What follows belongs to an exercise in optimizing a design on an open flow for small area, a short achievable clock period and few clock cycles per item; a production flow would make more cautious choices.
Function was checked by simulation only, so behaviour that the tests miss may differ from the original.

## halton_sequence_generator_unit
module halton_sequence_generator_unit #(
	parameter int DIMS       = 8,
	parameter int FRAC_WIDTH = 16
) (
	input  logic        clk,
	input  logic        arst_n,
	input  logic        s_tvalid,
	output logic        s_tready,
	input  logic [15:0] s_tdata,    
	output logic        m_tvalid,
	input  logic        m_tready,
	output logic [71:0] m_tdata,    
	output logic [0:0]  m_tuser,    
	output logic        m_tlast,
	input  logic        cfg_valid,
	output logic        cfg_ready,
	input  logic [3:0]  cfg_data    
);
	logic       n_valid, n_rst;
	logic [7:0] n_s;
	logic [3:0] n_c;
	logic [7:0] hold, taken, ovf, xfer_d;
	logic [2:0] q;
	logic [7:0] qh;
	logic       load, adv;
	logic [15:0] num [8];
	logic [3:0]  k [8];
	hsg_ctrl u_ctrl (
		.clk       (clk),
		.arst_n    (arst_n),
		.s_tvalid  (s_tvalid),
		.s_tready  (s_tready),
		.s_tdata   (s_tdata),
		.cfg_valid (cfg_valid),
		.cfg_ready (cfg_ready),
		.cfg_data  (cfg_data),
		.m_tready  (m_tready),
		.hold      (hold),
		.taken     (taken),
		.n_valid   (n_valid),
		.n_rst     (n_rst),
		.n_s       (n_s),
		.n_c       (n_c),
		.m_tvalid  (m_tvalid),
		.m_tlast   (m_tlast),
		.q         (q),
		.qh        (qh),
		.load      (load),
		.adv       (adv),
		.xfer_d    (xfer_d)
	);
	hsg_dpath2 u_dim0 (
		.clk(clk), .arst_n(arst_n), .n_valid(n_valid), .n_rst(n_rst), .n_s(n_s), .n_c(n_c),
		.xfer(xfer_d[0]), .hold(hold[0]), .taken(taken[0]),
		.num(num[0][14:0]), .k(k[0]), .ovf(ovf[0]));
	assign num[0][15] = 1'b0;
	generate
	hsg_dpath #(.IDX(1), .P(3), .E(2), .B(9), .K(5), .KP(10), .W(16), .DB(4), .ND(3)) u_dim1 ( 
		.clk(clk), .arst_n(arst_n), .n_valid(n_valid), .n_rst(n_rst), .n_s(n_s), .n_c(n_c), 
		.xfer(xfer_d[1]), .hold(hold[1]), .taken(taken[1]), 
		.num(num[1][16-1:0]), .k(k[1]), .ovf(ovf[1])); 
	if (16 < 16) begin : g_pad1 assign num[1][15:16] = '0; end
	hsg_dpath #(.IDX(2), .P(5), .E(2), .B(25), .K(3), .KP(6), .W(14), .DB(5), .ND(2)) u_dim2 ( 
		.clk(clk), .arst_n(arst_n), .n_valid(n_valid), .n_rst(n_rst), .n_s(n_s), .n_c(n_c), 
		.xfer(xfer_d[2]), .hold(hold[2]), .taken(taken[2]), 
		.num(num[2][14-1:0]), .k(k[2]), .ovf(ovf[2])); 
	if (14 < 16) begin : g_pad2 assign num[2][15:14] = '0; end
  ...
clock: 10.0 ns
lec_check: 0
cap_margin: 20
core_margin: 2
core_utilization: 55
setup_slack_margin: 5.0
slew_margin: 20
run.sh (not shown) runs the stock make flow with config.mk's settings and CLKGATE_MAP_FILE= SYNTH_SCRIPT=/design/flow/synth_recipe.tcl, a recipe that flattens the netlist after the stock synthesis.
The starting point ran to the end with no violations.
Testbench counts at the start, summed over its fixed seeds: cycles 3,136, items 384.
==> next run, changes <==
--- a/flow/design.v
+++ b/flow/design.v
@@ -2189,16 +2189,14 @@
 			if (cfg_valid)
 				active_q <= cfg_data;
 			sr_q  <= adv ? sr_n[1]  : sr_n[0];
 			nv_q  <= adv ? nv_n[1]  : nv_n[0];
 			noc_q <= adv ? noc_n[1] : noc_n[0];
 			cv_q  <= adv ? cv_n[1]  : cv_n[0];
-			if (adv) begin
-				q_q  <= q_n[1];
-				qh_q <= qh_n[1];
-			end
+			q_q   <= adv ? q_n[1]   : q_n[0];
+			qh_q  <= adv ? qh_n[1]  : qh_n[0];
 			ov_q  <= adv ? avail : 1'b1;
 		end
 	end
 	always_ff @(posedge clk) begin
 		if (accept)
 			n_q <= {cap, s_tdata[8:1], s_tdata[0]};
@@ -2287,14 +2285,14 @@
 	logic [1:0]      ph_q;
 	logic            took_q;
 	logic [2:0]      j_q;
 	logic            done_q;
 	logic [K*DB-1:0] ring_q;
 	logic [ND*DB-1:0] sh_q;     
-	logic [1:0]      cy_q;      
-	logic [5:0]      u_q;       
+	logic [3:0]      cy_q;      
+	logic [DB:0]     u_q;       
 	logic [W-1:0]    acc_q;
 	logic [3:0]      k_q;
 	logic            ovf_q;
 	logic [DB-1:0]   x_q;       
 	logic            part_q;    
 	logic            upd_q;     
@@ -2315,17 +2313,16 @@
 	logic [DB-1:0]    r;
 	logic [6:0]       hx;        
 	logic [ND*DB-1:0] hd;
 	hsg_add #(.W(DB+2), .N(2)) u_tadd (
 		.a((DB+2)'(u_q)), .b((DB+2)'(cy_q)), .c('0), .cin(1'b0), .y(t));
 	logic [DB-1:0] un_a, un_b;
-	logic [5:0]    u_new;
+	logic [DB:0]   u_new;
 	assign un_a  = step ? ring_q[2*DB-1:DB] : (clr ? '0 : ring_q[DB-1:0]);
 	assign un_b  = step ? sh_q[2*DB-1:DB] : hd[DB-1:0];
-	hsg_add #(.W(6), .N(3)) u_uadd (
-		.a(6'(un_a)), .b(6'(un_b)), .c(step ? 6'd0 : 6'(n_s[3:0])), .cin(1'b0), .y(u_new));
+	assign u_new = (DB+1)'(un_a) + (DB+1)'(un_b);
 	logic [5:0]       t6;
 	assign t6 = 6'(t);
 	generate
 		if (B == 9) begin : g_t9
 			assign hd = hsg_pkg::hdig9(n_s[7:4]);
 			assign {co, one_dig, r} = hsg_pkg::gnorm9(t6);
@@ -2448,19 +2445,19 @@
 		kd_q   <= step && done_now;
 		kz_q   <= (r == '0);
 		x_q    <= r;
 		part_q <= part;
 		if (start_run) begin
 			sh_q   <= hd;
-			cy_q   <= 2'd0;
+			cy_q   <= n_s[3:0];
 			u_q    <= u_new;
 			j_q    <= 3'd0;
 			done_q <= 1'b0;
 		end else if (step) begin
 			sh_q   <= {{DB{1'b0}}, sh_q[ND*DB-1:DB]};
-			cy_q   <= co;
+			cy_q   <= 4'(co);
 			u_q    <= u_new;
 			j_q    <= j_q + 3'd1;
 			done_q <= done_q || done_now;
 		end
 		if (start_run)
 			acc_q <= '0;
@@ -2486,41 +2483,37 @@
 	output logic         hold,
 	output logic         taken,
 	output logic [14:0]  num,
 	output logic [3:0]   k,
 	output logic         ovf
 );
-	logic        hold_q, took_q, ovf_q, hi_q, len_q, fresh_q, rst_e, cf_q;
+	logic        hold_q, took_q, ovf_q, len_q, fresh_q, rst_e;
 	logic [14:0] n_q;
 	logic [3:0]  k_q;
 	logic        act, start;
-	logic [8:0]  lo;
-	logic [7:0]  hi;
+	logic [15:0] sum;
 	logic [3:0]  len;
 	assign act   = (n_c != 4'd0);
-	assign start = !hold_q && !hi_q && !len_q && n_valid && !took_q;
+	assign start = !hold_q && !len_q && n_valid && !took_q;
 	assign rst_e = n_rst || fresh_q;
-	hsg_add #(.W(9), .N(2)) u_add (.a({1'b0, rst_e ? 8'd0 : n_q[7:0]}), .b({1'b0, n_s}), .c(9'd0), .cin(1'b0), .y(lo));
-	assign hi = {1'b0, n_q[14:8]} + {7'd0, cf_q};
+	hsg_add #(.W(16), .N(2)) u_add (.a({1'b0, n_q}), .b({8'd0, n_s}), .c(16'd0), .cin(1'b0), .y(sum));
 	always_comb begin
 		len = 4'd0;
 		for (int i = 0; i < 15; i++)
 			if (n_q[i])
 				len = 4'(i + 1);
 	end
 	always_ff @(posedge clk or negedge arst_n) begin
 		if (!arst_n) begin
 			hold_q  <= 1'b0;
-			hi_q    <= 1'b0;
 			len_q   <= 1'b0;
 			took_q  <= 1'b0;
 			fresh_q <= 1'b1;
 		end else begin
 			took_q <= n_valid && (took_q || start);
-			hi_q  <= start && act;
-			len_q <= hi_q;
+			len_q <= start && act;
 			if (start)
 				fresh_q <= 1'b0;
 			if (len_q)
 				hold_q <= 1'b1;
 			if (hold_q && xfer)
 				hold_q <= 1'b0;
@@ -2531,23 +2524,20 @@
 			k_q <= len;
 		if (start && rst_e) begin
 			n_q   <= 15'd0;
 			k_q   <= 4'd0;
 			ovf_q <= 1'b0;
 		end
-		cf_q <= 1'b0;
-		if (start && act && (rst_e || !ovf_q)) begin
-			n_q[7:0] <= lo[7:0];
-			cf_q     <= lo[8];
-		end
-		if (hi_q) begin
-			if (hi[7]) begin
+		if (start && act && rst_e) begin
+			n_q   <= 15'(n_s);
+		end else if (start && act && !ovf_q) begin
+			if (sum[15]) begin
 				n_q   <= 15'h7fff;
 				ovf_q <= 1'b1;
 			end else begin
-				n_q[14:8] <= hi[6:0];
+				n_q   <= sum[14:0];
 			end
 		end
 	end
 	logic [14:0] rv, s1, s2, s4;
 	always_comb begin
 		for (int i = 0; i < 15; i++)
The changed run went through all stages and came out clean.
Clock skew drops by 0.0059 ns.
Setup slack is better by 0.39 ns.
Final cell count increases by 1.8%.
Routed wire length came out higher by about 3.2%.
Hold slack is worse by 0.012 ns.
Design area goes up by 2.0%.
Non-clock buffer count rises by 5.
First-iteration DRC count came out lower by 6.3%.
Count of clock-buffer cells in the layout came out higher by 15.
Via count rises by about 2%.
Testbench counts after the change, summed over its fixed seeds: cycles 3,136, items 384.

halton_sequence_generator_unit, a different RTL version from the one above (not shown whole).
For scale: about 3,800 cells after synthesis, roughly 550 flip-flops, about 100 I/O pins, about 35,000 µm² of cells after synthesis.
export LEC_CHECK = 0
export CAP_MARGIN = 20
export CORE_MARGIN = 2
export CORE_UTILIZATION = 55
export SETUP_SLACK_MARGIN = 5.0
export SLEW_MARGIN = 20
create_clock -name core_clock -period 10.0 [get_ports {clk}]
The starting point completed without violations.
Testbench counts at the start, summed over its fixed seeds: cycles 3,136, items 384.
Edit:
--- a/flow/design.v
+++ b/flow/design.v
@@ -2280,53 +2280,49 @@
 	output logic [3:0]   k,
 	output logic         ovf
 );
 	localparam logic [1:0] S_IDLE = 2'd0, S_RUN = 2'd1, S_LAG = 2'd2, S_HOLD = 2'd3;
 	localparam logic [W-1:0] NUM_MAX = W'(B ** K - 1);
 	logic [1:0]      ph_q;
 	logic            took_q;
 	logic [2:0]      j_q;
 	logic            done_q;
 	logic [K*DB-1:0] ring_q;
 	logic [ND*DB-1:0] sh_q;     
 	logic [3:0]      cy_q;      
-	logic [DB:0]     u_q;       
 	logic [W-1:0]    acc_q;
 	logic [3:0]      k_q;
 	logic            ovf_q;
 	logic [DB-1:0]   x_q;       
 	logic            part_q;    
 	logic            upd_q;     
 	logic            sat_q;     
+	logic            kd_q;      
+	logic            kz_q;      
 	logic fresh_q;
 	logic act, start, start_run, clr, step, rst_e;
 	assign rst_e     = n_rst || fresh_q;
 	assign act       = (n_c > 4'(IDX));
 	assign start     = (ph_q == S_IDLE) && n_valid && !took_q;
 	assign start_run = start && act && !(ovf_q && !rst_e);
 	assign clr       = start && rst_e;
 	assign step      = (ph_q == S_RUN);
 	logic [DB+1:0]    t;
 	logic [1:0]       co;
 	logic             one_dig;
 	logic [DB-1:0]    r;
 	logic [6:0]       hx;        
 	logic [ND*DB-1:0] hd;
-	hsg_add #(.W(DB+2), .N(2)) u_tadd (
-		.a((DB+2)'(u_q)), .b((DB+2)'(cy_q)), .c('0), .cin(1'b0), .y(t));
-	logic [DB-1:0] un_a, un_b;
-	logic [DB:0]   u_new;
-	assign un_a  = step ? ring_q[2*DB-1:DB] : (clr ? '0 : ring_q[DB-1:0]);
-	assign un_b  = step ? sh_q[2*DB-1:DB] : hd[DB-1:0];
-	assign u_new = (DB+1)'(un_a) + (DB+1)'(un_b);
+	hsg_add #(.W(DB+2), .N(3)) u_tadd (
+		.a((DB+2)'(ring_q[DB-1:0])), .b((DB+2)'(sh_q[DB-1:0])), .c((DB+2)'(cy_q)), .cin(1'b0), .y(t));
 	logic [5:0]       t6;
 	assign t6 = 6'(t);
 	generate
 		if (B == 9) begin : g_t9
 			assign hd = hsg_pkg::hdig9(n_s[7:4]);
 			assign {co, one_dig, r} = hsg_pkg::gnorm9(t6);
 			assign hx = hsg_pkg::henc9({part_q, x_q});
 		end else if (B == 25) begin : g_t25
 			assign hd = hsg_pkg::hdig25(n_s[7:4]);
 			assign {co, one_dig, r} = hsg_pkg::gnorm25(t6);
 			assign hx = hsg_pkg::henc25({part_q, x_q});
 		end else if (B == 7) begin : g_t7
@@ -2343,26 +2339,26 @@
 			assign hx = hsg_pkg::henc13({part_q, x_q});
 		end else if (B == 17) begin : g_t17
 			assign hd = hsg_pkg::hdig17(n_s[7:4]);
 			assign {co, one_dig, r} = hsg_pkg::gnorm17(t6);
 			assign hx = hsg_pkg::henc17({part_q, x_q});
 		end else begin : g_t19
 			assign hd = hsg_pkg::hdig19(n_s[7:4]);
 			assign {co, one_dig, r} = hsg_pkg::gnorm19(t6);
 			assign hx = hsg_pkg::henc19({part_q, x_q});
 		end
 	endgenerate
 	logic [3:0] k_full, k_part;
-	assign k_full = 4'(E) * (4'(j_q) + 4'd1);
-	assign k_part = 4'(E) * 4'(j_q) + 4'd1;
+	assign k_full = 4'(E) * 4'(j_q);
+	assign k_part = 4'(E) * 4'(j_q) - 4'(E) + 4'd1;
 	logic done_now, last, ovf_now, part;
 	assign last     = (j_q == 3'(K - 1));
 	assign done_now = !done_q && (co == 2'd0) && (sh_q[ND*DB-1:DB] == '0) &&
 	                  ((5'(E) * (5'(j_q) + 5'd1)) >= 5'(k_q));
 	assign ovf_now  = last && (co != 2'd0);
 	assign part     = (E == 2) && done_now && one_dig;
 	logic [W-1:0] op_a, op_b, op_c, acc_new;
 	logic         op_ci;
 	generate
 		if (B == 9) begin : g_h9
 			assign op_a  = part_q ? ((acc_q << 1) | W'(hx[0])) : ((acc_q << 3) | W'(hx[2:0]));
 			assign op_b  = acc_q;
@@ -2420,47 +2416,47 @@
 			if (step && last)
 				ph_q <= S_LAG;
 		end
 	end
 	always_ff @(posedge clk) begin
 		if (clr) begin
 			ring_q <= '0;
 			k_q    <= 4'd0;
 			ovf_q  <= 1'b0;
 		end
 		if (step) begin
 			ring_q <= {r, ring_q[K*DB-1:DB]};
-			if (done_now)
-				k_q <= (r == '0) ? 4'd0 : part ? k_part : k_full;
-			if (ovf_now) begin
-				k_q   <= 4'(KP);
-				ovf_q <= 1'b1;
-			end
+		end
+		if (kd_q)
+			k_q <= kz_q ? 4'd0 : part_q ? k_part : k_full;
+		if (sat_q) begin
+			k_q   <= 4'(KP);
+			ovf_q <= 1'b1;
 		end
 	end
 	always_ff @(posedge clk) begin
 		upd_q  <= step && !done_q;
 		sat_q  <= step && ovf_now;
+		kd_q   <= step && done_now;
+		kz_q   <= (r == '0);
 		x_q    <= r;
 		part_q <= part;
 		if (start_run) begin
 			sh_q   <= hd;
 			cy_q   <= n_s[3:0];
-			u_q    <= u_new;
 			j_q    <= 3'd0;
 			done_q <= 1'b0;
 		end else if (step) begin
 			sh_q   <= {{DB{1'b0}}, sh_q[ND*DB-1:DB]};
 			cy_q   <= 4'(co);
-			u_q    <= u_new;
 			j_q    <= j_q + 3'd1;
 			done_q <= done_q || done_now;
 		end
 		if (start_run)
 			acc_q <= '0;
 		else if (sat_q)
 			acc_q <= NUM_MAX;
 		else if (upd_q)
 			acc_q <= acc_new;
 	end
 	assign hold  = (ph_q == S_HOLD);
 	assign taken = took_q || start;
Outcome: Final area went down by 3.3%; fmax came out higher by 5.3%; synthesized cell count shrinks by 5.0%; utilization drops by 0.46 points; routed wire length decreases by 4.3%; worst setup slack improves by 0.22 ns; sequential share of layout area came out higher by 1.2 points; critical path depth does not change; count of clock-buffer cells in the layout decreases by 4; area after synthesis shrinks by 3.0%; die area goes down by 3.0%; via count came out lower by 4.3%.
Testbench counts after the change, summed over its fixed seeds: cycles 3,136, items 384.

halton_sequence_generator_unit, a different RTL version from the one above (not shown whole).
Size in the first run: ~3800 cells after synthesis, ~560 flip-flops, ~100 I/O pins, roughly 35000 um^2 of cells after synthesis.
==> flow/config.mk <==
export PLATFORM = sky130hd
export DESIGN_NAME = halton_sequence_generator_unit
export DESIGN_NICKNAME = halton_sequence_generator_unit
export VERILOG_FILES = /design/flow/design.v
export SDC_FILE = /design/flow/constraint.sdc
export NUM_CORES = 4
export LEC_CHECK = 0
export CAP_MARGIN = 20
export CORE_MARGIN = 2
export CORE_UTILIZATION = 55
export SETUP_SLACK_MARGIN = 5.0
export SLEW_MARGIN = 20
==> flow/constraint.sdc <==
create_clock -name core_clock -period 10.0 [get_ports {clk}]
set_input_delay 2.0000 -clock core_clock [delete_from_list [all_inputs] [get_ports {clk}]]
set_output_delay 2.0000 -clock core_clock [all_outputs]
set_load 0.01 [all_outputs]
Testbench counts at the start, summed over its fixed seeds: cycles 3,136, items 384.
==> next run, changes <==
--- a/flow/design.v
+++ b/flow/design.v
@@ -2174,39 +2174,39 @@
 			assign qh_n[ga]  = cl_n[ga] ? 8'd1 : ld ? (last ? 8'd1 : {qh_q[6:0], qh_q[7]}) : qh_q;
 		end
 	endgenerate
 	assign claim = adv ? cl_n[1] : cl_n[0];
 	always_ff @(posedge clk or negedge arst_n) begin
 		if (!arst_n) begin
 			active_q <= hsg_pkg::ACTIVE_RESET;
 			nv_q     <= 1'b0;
 			noc_q    <= 1'b0;
 			cv_q     <= 1'b0;
-			q_q      <= 3'd0;
-			qh_q     <= 8'd1;
 			ov_q     <= 1'b0;
 			sr_q     <= 1'b1;
 		end else begin
 			if (cfg_valid)
 				active_q <= cfg_data;
 			sr_q  <= adv ? sr_n[1]  : sr_n[0];
 			nv_q  <= adv ? nv_n[1]  : nv_n[0];
 			noc_q <= adv ? noc_n[1] : noc_n[0];
 			cv_q  <= adv ? cv_n[1]  : cv_n[0];
-			if (adv) begin
-				q_q  <= q_n[1];
-				qh_q <= qh_n[1];
-			end
 			ov_q  <= adv ? avail : 1'b1;
 		end
 	end
 	always_ff @(posedge clk) begin
+		if (adv) begin
+			q_q  <= q_n[1];
+			qh_q <= qh_n[1];
+		end
+	end
+	always_ff @(posedge clk) begin
 		if (accept)
 			n_q <= {cap, s_tdata[8:1], s_tdata[0]};
 		if (adv ? cl_n[1] : cl_n[0])
 			ls_q <= (n_q[12:9] == 4'd0) ? 8'd0 : (8'd1 << (n_q[11:9] - 3'd1));
 		if (adv)
 			ol_q <= last;
 	end
 	assign n_valid = nv_q;
 	assign n_rst   = n_q[0];
 	assign n_s     = n_q[8:1];
@@ -2283,22 +2283,22 @@
 	output logic         ovf
 );
 	localparam logic [1:0] S_IDLE = 2'd0, S_RUN = 2'd1, S_LAG = 2'd2, S_HOLD = 2'd3;
 	localparam logic [W-1:0] NUM_MAX = W'(B ** K - 1);
 	logic [1:0]      ph_q;
 	logic            took_q;
 	logic [2:0]      j_q;
 	logic            done_q;
 	logic [K*DB-1:0] ring_q;
 	logic [ND*DB-1:0] sh_q;     
-	logic [3:0]      cy_q;      
-	logic [DB:0]     u_q;       
+	logic [1:0]      cy_q;      
+	logic [5:0]      u_q;       
 	logic [W-1:0]    acc_q;
 	logic [3:0]      k_q;
 	logic            ovf_q;
 	logic [DB-1:0]   x_q;       
 	logic            part_q;    
 	logic            upd_q;     
 	logic            sat_q;     
 	logic            kd_q;      
 	logic            kz_q;      
 	logic fresh_q;
@@ -2311,24 +2311,25 @@
 	assign step      = (ph_q == S_RUN);
 	logic [DB+1:0]    t;
 	logic [1:0]       co;
 	logic             one_dig;
 	logic [DB-1:0]    r;
 	logic [6:0]       hx;        
 	logic [ND*DB-1:0] hd;
 	hsg_add #(.W(DB+2), .N(2)) u_tadd (
 		.a((DB+2)'(u_q)), .b((DB+2)'(cy_q)), .c('0), .cin(1'b0), .y(t));
 	logic [DB-1:0] un_a, un_b;
-	logic [DB:0]   u_new;
+	logic [5:0]    u_new;
 	assign un_a  = step ? ring_q[2*DB-1:DB] : (clr ? '0 : ring_q[DB-1:0]);
 	assign un_b  = step ? sh_q[2*DB-1:DB] : hd[DB-1:0];
-	assign u_new = (DB+1)'(un_a) + (DB+1)'(un_b);
+	hsg_add #(.W(6), .N(3)) u_uadd (
+		.a(6'(un_a)), .b(6'(un_b)), .c(step ? 6'd0 : 6'(n_s[3:0])), .cin(1'b0), .y(u_new));
 	logic [5:0]       t6;
 	assign t6 = 6'(t);
 	generate
 		if (B == 9) begin : g_t9
 			assign hd = hsg_pkg::hdig9(n_s[7:4]);
 			assign {co, one_dig, r} = hsg_pkg::gnorm9(t6);
 			assign hx = hsg_pkg::henc9({part_q, x_q});
 		end else if (B == 25) begin : g_t25
 			assign hd = hsg_pkg::hdig25(n_s[7:4]);
 			assign {co, one_dig, r} = hsg_pkg::gnorm25(t6);
@@ -2443,27 +2444,27 @@
 	end
 	always_ff @(posedge clk) begin
 		upd_q  <= step && !done_q;
 		sat_q  <= step && ovf_now;
 		kd_q   <= step && done_now;
 		kz_q   <= (r == '0);
 		x_q    <= r;
 		part_q <= part;
 		if (start_run) begin
 			sh_q   <= hd;
-			cy_q   <= n_s[3:0];
+			cy_q   <= 2'd0;
 			u_q    <= u_new;
 			j_q    <= 3'd0;
 			done_q <= 1'b0;
 		end else if (step) begin
 			sh_q   <= {{DB{1'b0}}, sh_q[ND*DB-1:DB]};
-			cy_q   <= 4'(co);
+			cy_q   <= co;
 			u_q    <= u_new;
 			j_q    <= j_q + 3'd1;
 			done_q <= done_q || done_now;
 		end
 		if (start_run)
 			acc_q <= '0;
 		else if (sat_q)
 			acc_q <= NUM_MAX;
 		else if (upd_q)
 			acc_q <= acc_new;
Global-route usage decreases by 0.31 points.
Worst setup slack got worse by 0.026 ns.
Maximum frequency falls by 0.62%.
Design area falls by 1.5%.
Critical path depth rose by 1.
Synthesized cell count falls by 0.98%.
Register-to-register slack is worse by 0.03 ns.
Testbench counts after the change, summed over its fixed seeds: cycles 3,136, items 384.

static timing again, ports no longer ideal:
The flow's constraints put no driver on any port. The routed layouts listed below were extracted and timed again, unchanged, in two steps. Step 1 (the two cells are an assumption about what drives the block):
set clk [get_ports {clk}]
set_driving_cell -lib_cell sky130_fd_sc_hd__clkbuf_16 $clk
set_driving_cell -lib_cell sky130_fd_sc_hd__buf_2 [delete_from_list [all_inputs] $clk]
Step 2, shift: input delay + t, output delay - t, t = (earliest + latest rising clock arrival at the registers) / 2. This alone moves slack from input paths to output paths. Slacks: ideal / step 1 / step 2; pairs: ideal / step 1.
run | t, ns | slack for setup (ns) | worst setup path at the end | clock arrival spread, ns | pins driven straight from the clock port
the first run of note 1 | 0.688 | 5.639 / 5.639 / 5.423 | input to register | 0.030 / 0.030 | 1
the second run of note 1 | 0.665 | 6.025 / 6.025 / 5.422 | input to register | 0.026 / 0.025 | 1
the first run of note 2 | 0.660 | 5.552 / 5.552 / 5.114 | input to register | 0.026 / 0.026 | 1
the second run of note 2 | 0.700 | 5.776 / 5.776 / 5.776 | register to register | 0.033 / 0.033 | 1
the first run of note 3 | 0.718 | 5.892 / 5.892 / 5.447 | input to register | 0.018 / 0.018 | 1
the second run of note 3 | 0.709 | 5.866 / 5.866 / 5.866 | register to register | 0.049 / 0.049 | 1
After both steps every run listed still meets setup and hold. For the second run of note 1, which loses most, drivers alone change the setup slack by 0.000 ns; drivers and shift together by -0.603 ns.
